From an optimization exercise on the open Yosys and OpenROAD flow, aimed at small area, a short achievable clock period and few clock cycles per item; shortcuts taken in it are not production practice.
Only simulation tests tie the RTL to the original design; equivalence was not proved.

[design/flow/design.v]
package deq_pkg;
  localparam int DEQ_DEPTH = 16;
  localparam int WORD_W    = 32;
  typedef enum logic [1:0] {
    OP_PUSH_FRONT = 2'd0,
    OP_PUSH_BACK  = 2'd1,
    OP_POP_FRONT  = 2'd2,
    OP_POP_BACK   = 2'd3
  } deq_op_t;
  typedef enum logic [1:0] {
    ST_DONE  = 2'd0,
    ST_EMPTY = 2'd1,
    ST_FULL  = 2'd2
  } deq_status_t;
  typedef struct packed {
    logic                     add_front;
    logic                     add_back;
    logic                     take_front;
    logic                     take_back;
    logic signed [WORD_W-1:0] word;
  } cell_ctrl_t;
endpackage
module deq_cell (
  input  logic                              clk,
  input  logic                              we,
  input  logic signed [deq_pkg::WORD_W-1:0] wdata,
  output logic signed [deq_pkg::WORD_W-1:0] data
);
  always_ff @(posedge clk) begin
    if (we) data <= wdata;
  end
endmodule
module double_ended_queue_unit #(
  parameter int DEPTH = deq_pkg::DEQ_DEPTH,
  parameter int CNT_W = $clog2(DEPTH + 1)
) (
  input  logic                              clk,
  input  logic                              rst_n,
  input  logic                              in_valid,
  output logic                              in_ready,
  input  logic [1:0]                        in_func,
  input  logic signed [deq_pkg::WORD_W-1:0] in_value,
  output logic                              out_valid,
  input  logic                              out_ready,
  output logic signed [deq_pkg::WORD_W-1:0] out_popped,
  output logic [1:0]                        out_status,
  output logic [CNT_W-1:0]                  out_occupancy
);
  localparam int PTR_W = $clog2(DEPTH);
  localparam int W     = deq_pkg::WORD_W;
  logic [CNT_W-1:0] cnt_r;
  logic [PTR_W-1:0] hd_r, bk_r;
  logic [DEPTH-1:0] hd_oh, bk_oh;
  logic             full, empty;
  logic             out_valid_r;
  logic [W-1:0]     popped_r;
  logic [1:0]       status_r;
  logic [CNT_W-1:0] occ_r;
  logic             sk_valid_r;
  logic [PTR_W-1:0] sk_addr_r;
  logic             sk_pop_r, sk_empty_r;
  logic [1:0]       sk_status_r;
  logic [CNT_W-1:0] sk_occ_r;
  logic             accept, is_push, is_pop, do_push, do_pop, f_back;
  logic [1:0]       status_nxt;
  logic [CNT_W-1:0] occ_nxt;
  logic             out_free;
  logic [W-1:0]     mem [DEPTH];
  logic [DEPTH-1:0] we, rsel;
  logic [W-1:0]     rword;
  assign full   = cnt_r[CNT_W-1];
  assign empty  = (cnt_r == '0);
  assign in_ready = !sk_valid_r;
  assign accept   = in_valid && !sk_valid_r;
  assign f_back   = in_func[0];
  assign is_push  = !in_func[1];
  assign is_pop   = in_func[1];
  assign do_push  = accept && is_push && !full;
  assign do_pop   = accept && is_pop && !empty;
  assign out_free = !out_valid_r || out_ready;
  always_comb begin
    hd_oh = '0;
    bk_oh = '0;
    hd_oh[hd_r] = 1'b1;
    bk_oh[bk_r] = 1'b1;
  end
  genvar g;
  generate
    for (g = 0; g < DEPTH; g++) begin : g_word
      assign we[g] = do_push && (f_back ? bk_oh[(g + DEPTH - 1) % DEPTH]
                                        : hd_oh[(g + 1) % DEPTH]);
      deq_cell u_cell (
        .clk   (clk),
        .we    (we[g]),
        .wdata (in_value),
        .data  (mem[g])
      );
    end
  endgenerate
  logic [DEPTH-1:0] sk_oh;
  always_comb begin
    sk_oh = '0;
    sk_oh[sk_addr_r] = 1'b1;
  end
  assign rsel = sk_valid_r ? sk_oh : (f_back ? bk_oh : hd_oh);
  always_comb begin
    rword = '0;
    for (int i = 0; i < DEPTH; i++) begin
      rword = rword | (mem[i] & {W{rsel[i]}});
    end
  end
  always_comb begin
    status_nxt = deq_pkg::ST_DONE;
    occ_nxt    = cnt_r;
    if (is_push) begin
      if (full) status_nxt = deq_pkg::ST_FULL;
      else      occ_nxt    = cnt_r + CNT_W'(1);
    end else begin
      if (empty) status_nxt = deq_pkg::ST_EMPTY;
      else       occ_nxt    = cnt_r - CNT_W'(1);
    end
  end
  always_ff @(posedge clk) begin
    if (!rst_n) begin
      cnt_r <= '0;
      hd_r  <= '0;
      bk_r  <= PTR_W'(DEPTH - 1);
    end else if (accept) begin
      cnt_r <= occ_nxt;
      if (do_push && !f_back) hd_r <= hd_r - PTR_W'(1);
      if (do_pop  && !f_back) hd_r <= hd_r + PTR_W'(1);
      if (do_push &&  f_back) bk_r <= bk_r + PTR_W'(1);
      if (do_pop  &&  f_back) bk_r <= bk_r - PTR_W'(1);
    end
  end
  logic m_pop, m_empty;
  assign m_pop   = sk_valid_r ? sk_pop_r   : is_pop;
  assign m_empty = sk_valid_r ? sk_empty_r : empty;
  always_ff @(posedge clk) begin
    if (!rst_n) begin
      out_valid_r <= 1'b0;
      sk_valid_r  <= 1'b0;
    end else begin
      if (out_free) out_valid_r <= sk_valid_r || accept;
      if (sk_valid_r) begin
        if (out_free) sk_valid_r <= 1'b0;
      end else begin
        sk_valid_r <= accept && !out_free;
      end
    end
  end
  always_ff @(posedge clk) begin
    if (out_free) begin
      popped_r <= {W{m_pop}} & ({W{m_empty}} | rword);
      status_r <= sk_valid_r ? sk_status_r : status_nxt;
      occ_r    <= sk_valid_r ? sk_occ_r    : occ_nxt;
    end
  end
  always_ff @(posedge clk) begin
    if (!sk_valid_r) begin
      sk_addr_r   <= f_back ? bk_r : hd_r;
      sk_pop_r    <= is_pop;
      sk_empty_r  <= empty;
      sk_status_r <= status_nxt;
      sk_occ_r    <= occ_nxt;
    end
  end
  assign out_valid     = out_valid_r;
  assign out_popped    = popped_r;
  assign out_status    = status_r;
  assign out_occupancy = occ_r;
endmodule
[design/flow/run.sh]
#!/bin/bash
# synth_recipe.tcl (not shown) runs the flow's synth.tcl, then flattens the netlist and writes it again
# the make line also repeats each setting of config.mk as NAME=value (left out here)
make -C /OpenROAD-flow-scripts/flow DESIGN_CONFIG=/design/flow/config.mk WORK_HOME=/design/flow/orfs CLKGATE_MAP_FILE= SYNTH_SCRIPT=/design/flow/synth_recipe.tcl finish
[design/flow/config.mk]
export PLATFORM = sky130hd
export DESIGN_NAME = double_ended_queue_unit
export DESIGN_NICKNAME = double_ended_queue_unit
export VERILOG_FILES = /design/flow/design.v
export SDC_FILE = /design/flow/constraint.sdc
export NUM_CORES = 4
export LEC_CHECK = 0
export CAP_MARGIN = 20
export CORE_MARGIN = 2
export CORE_UTILIZATION = 40
export SLEW_MARGIN = 20
[design/flow/constraint.sdc]
create_clock -name core_clock -period 5.0 [get_ports {clk}]
set_input_delay 1.0000 -clock core_clock [delete_from_list [all_inputs] [get_ports {clk}]]
set_output_delay 1.0000 -clock core_clock [all_outputs]
set_load 0.01 [all_outputs]
==> impl_metrics.env <==
export IMPL_slew_viol_final=0
export IMPL_cts_tree="built"
export IMPL_leakage_nw=9.92
export IMPL_finalSetupViolCount=0
export IMPL_cts_root_buf="clkbuf_16"
export IMPL_clk_transition_reported_paths_ns=0.06
export IMPL_status="timing/DRC/antenna clean"
export IMPL_ys_flop_type="edfxtp_1"
export IMPL_io_pins=79
export IMPL_setup_slack_ns=0.649
export IMPL_crit_slowest_cell="a31oi_4"
export IMPL_synth_commonest_cells="edfxtp_1, nand2_1, clkbuf_1"
export IMPL_finalClockSkew_ns=0.0256
export IMPL_syn_to_final_growth_pct=17.2
export IMPL_synth_top_area_share_pct=64.6
export IMPL_placementRows=93
export IMPL_yosys_register_bits=579
export IMPL_powerDensity_nw_per_um2=396
export IMPL_holdBufCountCts=0
export IMPL_critical_path_required_ns=5.46
export IMPL_grt_busiest_layer="met2"
export IMPL_die_h_um=258
export IMPL_syn_nets=1939
export IMPL_grt_use_met2_pct=40.6
export IMPL_synth_area_per_cell_um2=13.7
export IMPL_grt_max_degree=42
export IMPL_detail_route_vias_per_cell=6.79
export IMPL_remaining_drc_errors=0
export IMPL_grt_pass1_vias=19100
export IMPL_cts_resized_gates=0
export IMPL_num_vias=19600
export IMPL_fp_dieW_um=258
export IMPL_nets=2032
export IMPL_h_tree_depth=2
export IMPL_finalCritPeriodShare_pct=87.0
export IMPL_dpl_worst_slack_ns=0.537
export IMPL_wire_per_inst_um=32.2
export IMPL_setup_tns_ns=0
export IMPL_ys_warnings_count=3
export IMPL_worst_path_max_fanout=17
export IMPL_drt_wl_total_mm=92.9
export IMPL_drt_iter0_markers=3460
export IMPL_syn_area_um2=25800
export IMPL_grt_pass1_wl_mm=133
export IMPL_slowest_delay_ns=0.76
export IMPL_drtAntennaViolNets=0
export IMPL_clk_latency_ns=0.63
export IMPL_hp_class="flop to flop"
export IMPL_path_cells="inv_1, ha_1, nand2b_1, o21ai_1, a31oi_1, a31oi_4, buf_4, a22oi_1, and3_1, a31oi_1"
export IMPL_vdd_drop_max_mv=0.238
export IMPL_worstPathArrival_ns=4.82
export IMPL_cap_violations=0
export IMPL_cts_sinks=579
export IMPL_synth_area_leader_cell="edfxtp_1"
export IMPL_synth_most_common_cell="edfxtp_1"
export IMPL_grtUsageTotal_pct=27.4
export IMPL_fmax_mhz=230
export IMPL_dp_hpwl_mm=55.6
export IMPL_dr_pass1_iters=9
export IMPL_whs_ns=0.463
export IMPL_crit_type="flop to flop"
export IMPL_start_util_pct=40.3
export IMPL_ys_async_sr_fraction_pct=0
export IMPL_cts_buffers=60
export IMPL_power_mw=12.0
export IMPL_overflow=0
export IMPL_worst_slew_pin_slew_ns=1.20
export IMPL_finalCriticalPeriod_ns=4.35
export IMPL_die_area_um2=66600
export IMPL_synthTopCellsByArea="edfxtp_1, a22o_1, a22oi_1"
export IMPL_place_congestion=0.936
export IMPL_slew_headroom_pct=19.9
export IMPL_rsz0062_at_grt="false"
export IMPL_ys_types=86
export IMPL_ys_seq_area_share_pct=66.4
export IMPL_hold_viol=0
export IMPL_end_kind="flop"
export IMPL_cts_path_max_buffers=3
export IMPL_drive_gt1_share_pct=12.8
export IMPL_core_area_um2=64100
export IMPL_synth_cells=1881
export IMPL_grt_use_met3_pct=7.06
export IMPL_synth_edf_count=555
export IMPL_cp_start_kind="flop"
export IMPL_antenna_found_initial=2
export IMPL_post_cts_buffers=0
export IMPL_grt_use_met1_pct=37.4
export IMPL_critPathMostFrequentCell="a31oi_1"
export IMPL_io_buffers=78
[cell usage in the layout (no fill, tap or decap), types with 39 or more instances in the layout]
master / netlist / layout
edfxtp_1: 555 / 555
nand2_1: 149 / 148
a22oi_1: 84 / 84
a22o_1: 84 / 84
buf_4: 4 / 81
clkdlybuf4s50_1: 0 / 78
o21ai_0: 70 / 70
clkbuf_16: 0 / 64
nor2_1: 60 / 57
o211ai_1: 47 / 47
a222oi_1: 40 / 40
a21oi_1: 54 / 39
[per-stage QoR]
step                      instances  util [%]  cell area, um^2
after floorplan                1881         -            25800
after global placement         2767      43.9            28200
after detailed placement       2767      43.9            28200
after CTS                      2881      47.2            30200
after global routing           2882      47.2            30200
final                          2883      47.2            30300
[state kept, by name (all words and copies together) (netlist names), 4 cells and up]
signal and cells:
hd_r 4, occ_r 5, g_word.u_cell.data 512, sk_occ_r 5, cnt_r 5, popped_r 32, sk_addr_r 4, bk_r 4
[cell families (layout without fill, tap and decap cells)]
kind of cell	after synthesis	count (layout)	share of synthesized area, %
mux	13	13	0.519
compound gates	677	677	20.7
other cells	0	2	0
flops	579	579	66.4
xor+xnor	12	12	0.407
simple gates	409	409	8.13
fa+ha+maj	20	20	1.03
buf+inv	171	316	2.77
[layer usage]
layer	wire [um]	up-vias	share of wire (%)
li1	-	8004	-
met1	35000	9569	38
met2	39500	1655	43
met3	12900	348	14
met4	5460	0	5.9
met5	0	-	0
[report_power, final]
| group | internal, mW | total (mW) | switching (mW) |
|---|---|---|---|
| Combinational | 0.651 | 1.68 | 1.03 |
| Sequential | 5.52 | 5.65 | 0.130 |
| Clock | 2.74 | 4.64 | 1.90 |
| Total | 8.91 | 12.0 | 3.05 |
[final cells by class]
| class | count | area [um^2] |
|---|---|---|
| clock inverters | 40 | 389 |
| inverters | 32 | 121 |
| multi-input cells | 1131 | 8230 |
| flip-flops and latches | 579 | 17100 |
| fillers | 5512 | 33900 |
| repair buffers | 170 | 1610 |
| clock buffers | 74 | 1680 |
| diodes | 2 | 5.00 |
| well taps | 855 | 1070 |
[final timing paths]
check	startpoint	endpoint	slack, ns	cells past startpoint
max reg2reg	bk_r[0]	popped_r[0]	0.65	10
max	bk_r[0]	popped_r[0]	0.65	10
min reg2reg	sk_occ_r[4]	sk_occ_r[4]	0.46	2
min	sk_occ_r[4]	sk_occ_r[4]	0.46	2
[worst max-delay path, delay by kind of cell (launching register included)]
| family | cells | cell delay [ns] |
|---|---|---|
| DFF | 1 | 0.44 |
| buffers and inverters | 2 | 0.65 |
| and+or+nand+nor | 2 | 0.48 |
| AOI/OAI and AO/OA | 5 | 2.06 |
| adders and majority gates | 1 | 0.56 |
Testbench counts, summed over its fixed seeds: cycles 24,008, items 24,000.

[what the ideal ports hide]
Ports are ideal in the flow. The routed layout listed here was re-timed in OpenROAD. Step 1 sets driving cells, clkbuf_16 on the clock port and buf_2 on the other inputs (assumed; they add their load-dependent delay and slew). Step 2 also shifts input and output timing later by t, the mid clock arrival at the registers, as if the neighbouring blocks saw the same clock. a / b / c = ideal ports / drivers / drivers and shift; a / b = the first two.
t, ns: 0.680
setup slack, ns: 0.649 / 0.649 / 0.358
worst data-port slew with drivers (ns): 0.11
cell pins on the clock port's net: 1
After both steps this run still meets setup and hold. The setup slack of this run moves by 0.000 ns with the drivers and by -0.291 ns with both steps.
